What follows belongs to an exercise in optimizing a design on an open flow for small area; a production flow would make more cautious choices. The RTL was checked by simulation tests, not by an equivalence proof against the original design.

## job 101
==> flow/design.v <==
module dp_register_file #(
   parameter int unsigned WIDTH   = 32,
   parameter int unsigned FORWARD = 0
) (
   input  logic             clk,
   input  logic             rst,
   input  logic [4:0]       ReadReg1,
   input  logic [4:0]       ReadReg2,
   input  logic [4:0]       WriteReg,
   input  logic [WIDTH-1:0] WriteData,
   input  logic             RegWrite,
   input  logic [4:0]       DebugReg,
   output logic [WIDTH-1:0] ReadData1,
   output logic [WIDTH-1:0] ReadData2,
   output logic [WIDTH-1:0] DebugData
);
   localparam int unsigned NREGS = 32;
   logic [NREGS-1:1][WIDTH-1:0] regs_q;
   logic [NREGS-1:1]            valid_q;
   logic [NREGS-1:1]            wen;
   logic [NREGS-1:1]            sel1, sel2, seld;
   always_comb begin
      for (int i = 1; i < int'(NREGS); i++) begin
         wen[i]  = RegWrite && (WriteReg == 5'(i));
         sel1[i] = valid_q[i] && (ReadReg1 == 5'(i));
         sel2[i] = valid_q[i] && (ReadReg2 == 5'(i));
         seld[i] = valid_q[i] && (DebugReg == 5'(i));
      end
   end
   always_ff @(posedge clk or posedge rst) begin
      if (rst) begin
         valid_q <= '0;
      end else begin
         valid_q <= valid_q | wen;
      end
   end
   logic [NREGS-1:1][WIDTH-1:0] regs_d;
   for (genvar i = 1; i < int'(NREGS); i++) begin : g_wr
      logic hold;
      assign hold = ~wen[i];
      for (genvar b = 0; b < int'(WIDTH); b++) begin : g_bit
         rf_ao22 u_ao (.a1(wen[i]), .a2(WriteData[b]), .b1(hold), .b2(regs_q[i][b]),
                       .y(regs_d[i][b]));
      end
   end
   always_ff @(posedge clk) begin
      regs_q <= regs_d;
   end
   rf_read_port #(.WIDTH(WIDTH)) u_rd1 (.sel(sel1), .regs(regs_q), .data(ReadData1));
   rf_read_port #(.WIDTH(WIDTH)) u_rd2 (.sel(sel2), .regs(regs_q), .data(ReadData2));
   rf_read_port #(.WIDTH(WIDTH)) u_rdd (.sel(seld), .regs(regs_q), .data(DebugData));
endmodule
module rf_read_port #(
   parameter int unsigned WIDTH = 32
) (
   input  logic [31:1]            sel,
   input  logic [31:1][WIDTH-1:0] regs,
   output logic [WIDTH-1:0]       data
);
   for (genvar b = 0; b < int'(WIDTH); b++) begin : g_bit
      logic [10:0] n;
      for (genvar g = 0; g < 10; g++) begin : g_grp
         rf_aoi222 u_aoi (
            .a1(sel[3*g+1]), .a2(regs[3*g+1][b]),
            .b1(sel[3*g+2]), .b2(regs[3*g+2][b]),
            .c1(sel[3*g+3]), .c2(regs[3*g+3][b]),
            .y(n[g]));
      end
      assign n[10] = ~(sel[31] & regs[31][b]);
      assign data[b] = ~&n;
   end
endmodule
module rf_aoi222 (
   input  logic a1, a2, b1, b2, c1, c2,
   output logic y
);
   assign y = ~((a1 & a2) | (b1 & b2) | (c1 & c2));
endmodule
module rf_ao22 (
   input  logic a1, a2, b1, b2,
   output logic y
);
   assign y = (a1 & a2) | (b1 & b2);
endmodule
==> flow/config.mk <==
export PLATFORM = sky130hd
export DESIGN_NAME = dp_register_file
export DESIGN_NICKNAME = dp_register_file
export VERILOG_FILES = /design/flow/design.v
export SDC_FILE = /design/flow/constraint.sdc
export NUM_CORES = 4
export LEC_CHECK = 0
export CAP_MARGIN = 20
export CORE_MARGIN = 2
export CORE_UTILIZATION = 42
export PLACE_DENSITY = 0.7
export SETUP_SLACK_MARGIN = 0.0
export SLEW_MARGIN = 20
export SYNTH_HIERARCHICAL = 1
export SYNTH_MINIMUM_KEEP_SIZE = 0
==> flow/constraint.sdc <==
create_clock -name core_clock -period 8.0 [get_ports {clk}]
set_input_delay 1.6000 -clock core_clock [delete_from_list [all_inputs] [get_ports {clk}]]
set_output_delay 1.6000 -clock core_clock [all_outputs]
set_load 0.01 [all_outputs]
standard.sh (not shown) runs the stock make flow with config.mk's settings and CLKGATE_MAP_FILE= SYNTH_SCRIPT=/design/flow/synth_recipe.tcl, a recipe that flattens the netlist after the stock synthesis.
==> flow/flow/run.sh <==
#!/bin/bash
# Layout flow: the standard flow (standard.sh, unchanged synthesis) with two
# changes: the port buffers are buf_1 cells, and clock tree synthesis inserts no
# dummy loads and clusters up to 25 flip-flops per leaf buffer.
# make's full output goes to flow_make.log; each ORFS step also keeps its own
# log under orfs/logs/.
set -euo pipefail
cd "$(dirname "${BASH_SOURCE[0]}")/.."
bash standard.sh \
  "BUFFER_PORTS_ARGS=-buffer_cell sky130_fd_sc_hd__buf_1" \
  "CTS_ARGS=-sink_clustering_enable -repair_clock_nets -dont_use_dummy_load -sink_clustering_size 25 -sink_clustering_max_diameter 90" \
  finish > flow_make.log 2>&1
Relative to job 101, the following input files were edited for job 102:
-- flow/flow/run.sh --
<<< job 101, line 9
bash standard.sh \
  "BUFFER_PORTS_ARGS=-buffer_cell sky130_fd_sc_hd__buf_1" \
  "CTS_ARGS=-sink_clustering_enable -repair_clock_nets -dont_use_dummy_load -sink_clustering_size 25 -sink_clustering_max_diameter 90" \
  finish > flow_make.log 2>&1
>>> job 102, line 9
bash standard.sh \
  "BUFFER_PORTS_ARGS=-buffer_cell sky130_fd_sc_hd__buf_1" \
  "CTS_ARGS=-sink_clustering_enable -repair_clock_nets -dont_use_dummy_load -sink_clustering_size 25 -sink_clustering_max_diameter 70" \
  finish > flow_make.log 2>&1
-- flow/config.mk --
<<< job 101, line 8
export CAP_MARGIN = 20
export CORE_MARGIN = 2
export CORE_UTILIZATION = 42
export PLACE_DENSITY = 0.7
export SETUP_SLACK_MARGIN = 0.0
export SLEW_MARGIN = 20
>>> job 102, line 8
export CAP_MARGIN = 20
export CORE_MARGIN = 2
export CORE_UTILIZATION = 35
export PLACE_DENSITY = 0.5
export SETUP_SLACK_MARGIN = 0.0
export SLEW_MARGIN = 20
Findings:
Compared to job 101, job 102 leaves more free space in the core. Reported for job 101 and job 102, buffer depth of the longest clock path turned out identical to the last digit. The final reports for job 102 and job 101 show global-route usage lower in the former. The lower largest stage delay on the critical path of job 101 and job 102 is in job 101.

-- separate check: timing with driven ports --
The flow's constraints put no driver on any port. The routed layouts listed below were extracted and timed again, unchanged, in two steps.
Step 1, drivers: a clkbuf_16 drives clk and a buf_2 each remaining input, both assumed.
Step 2 adds t to the input delays and takes it off the output delays; t is the mean of the earliest and latest rising clock arrival at the registers after step 1. Input paths then give back, and output paths get back, about the clock's delay inside the block.
Slacks: no drivers / after step 1 / after step 2; pairs: no drivers / after step 1.
run | t (ns) | setup WS [ns] | worst setup path after step 2 | clock arrival spread, ns | cell pins on the clock port's net
job 101 | 0.751 | 1.430 / 1.292 / 1.292 | input to output | 0.050 / 0.050 | 1
job 102 | 0.766 | 1.498 / 1.470 / 1.470 | input to output | 0.088 / 0.089 | 1
After both steps setup and hold are still met in every run listed. The setup slack of job 101, which loses most, moves by -0.138 ns with the drivers and by -0.138 ns with both steps.
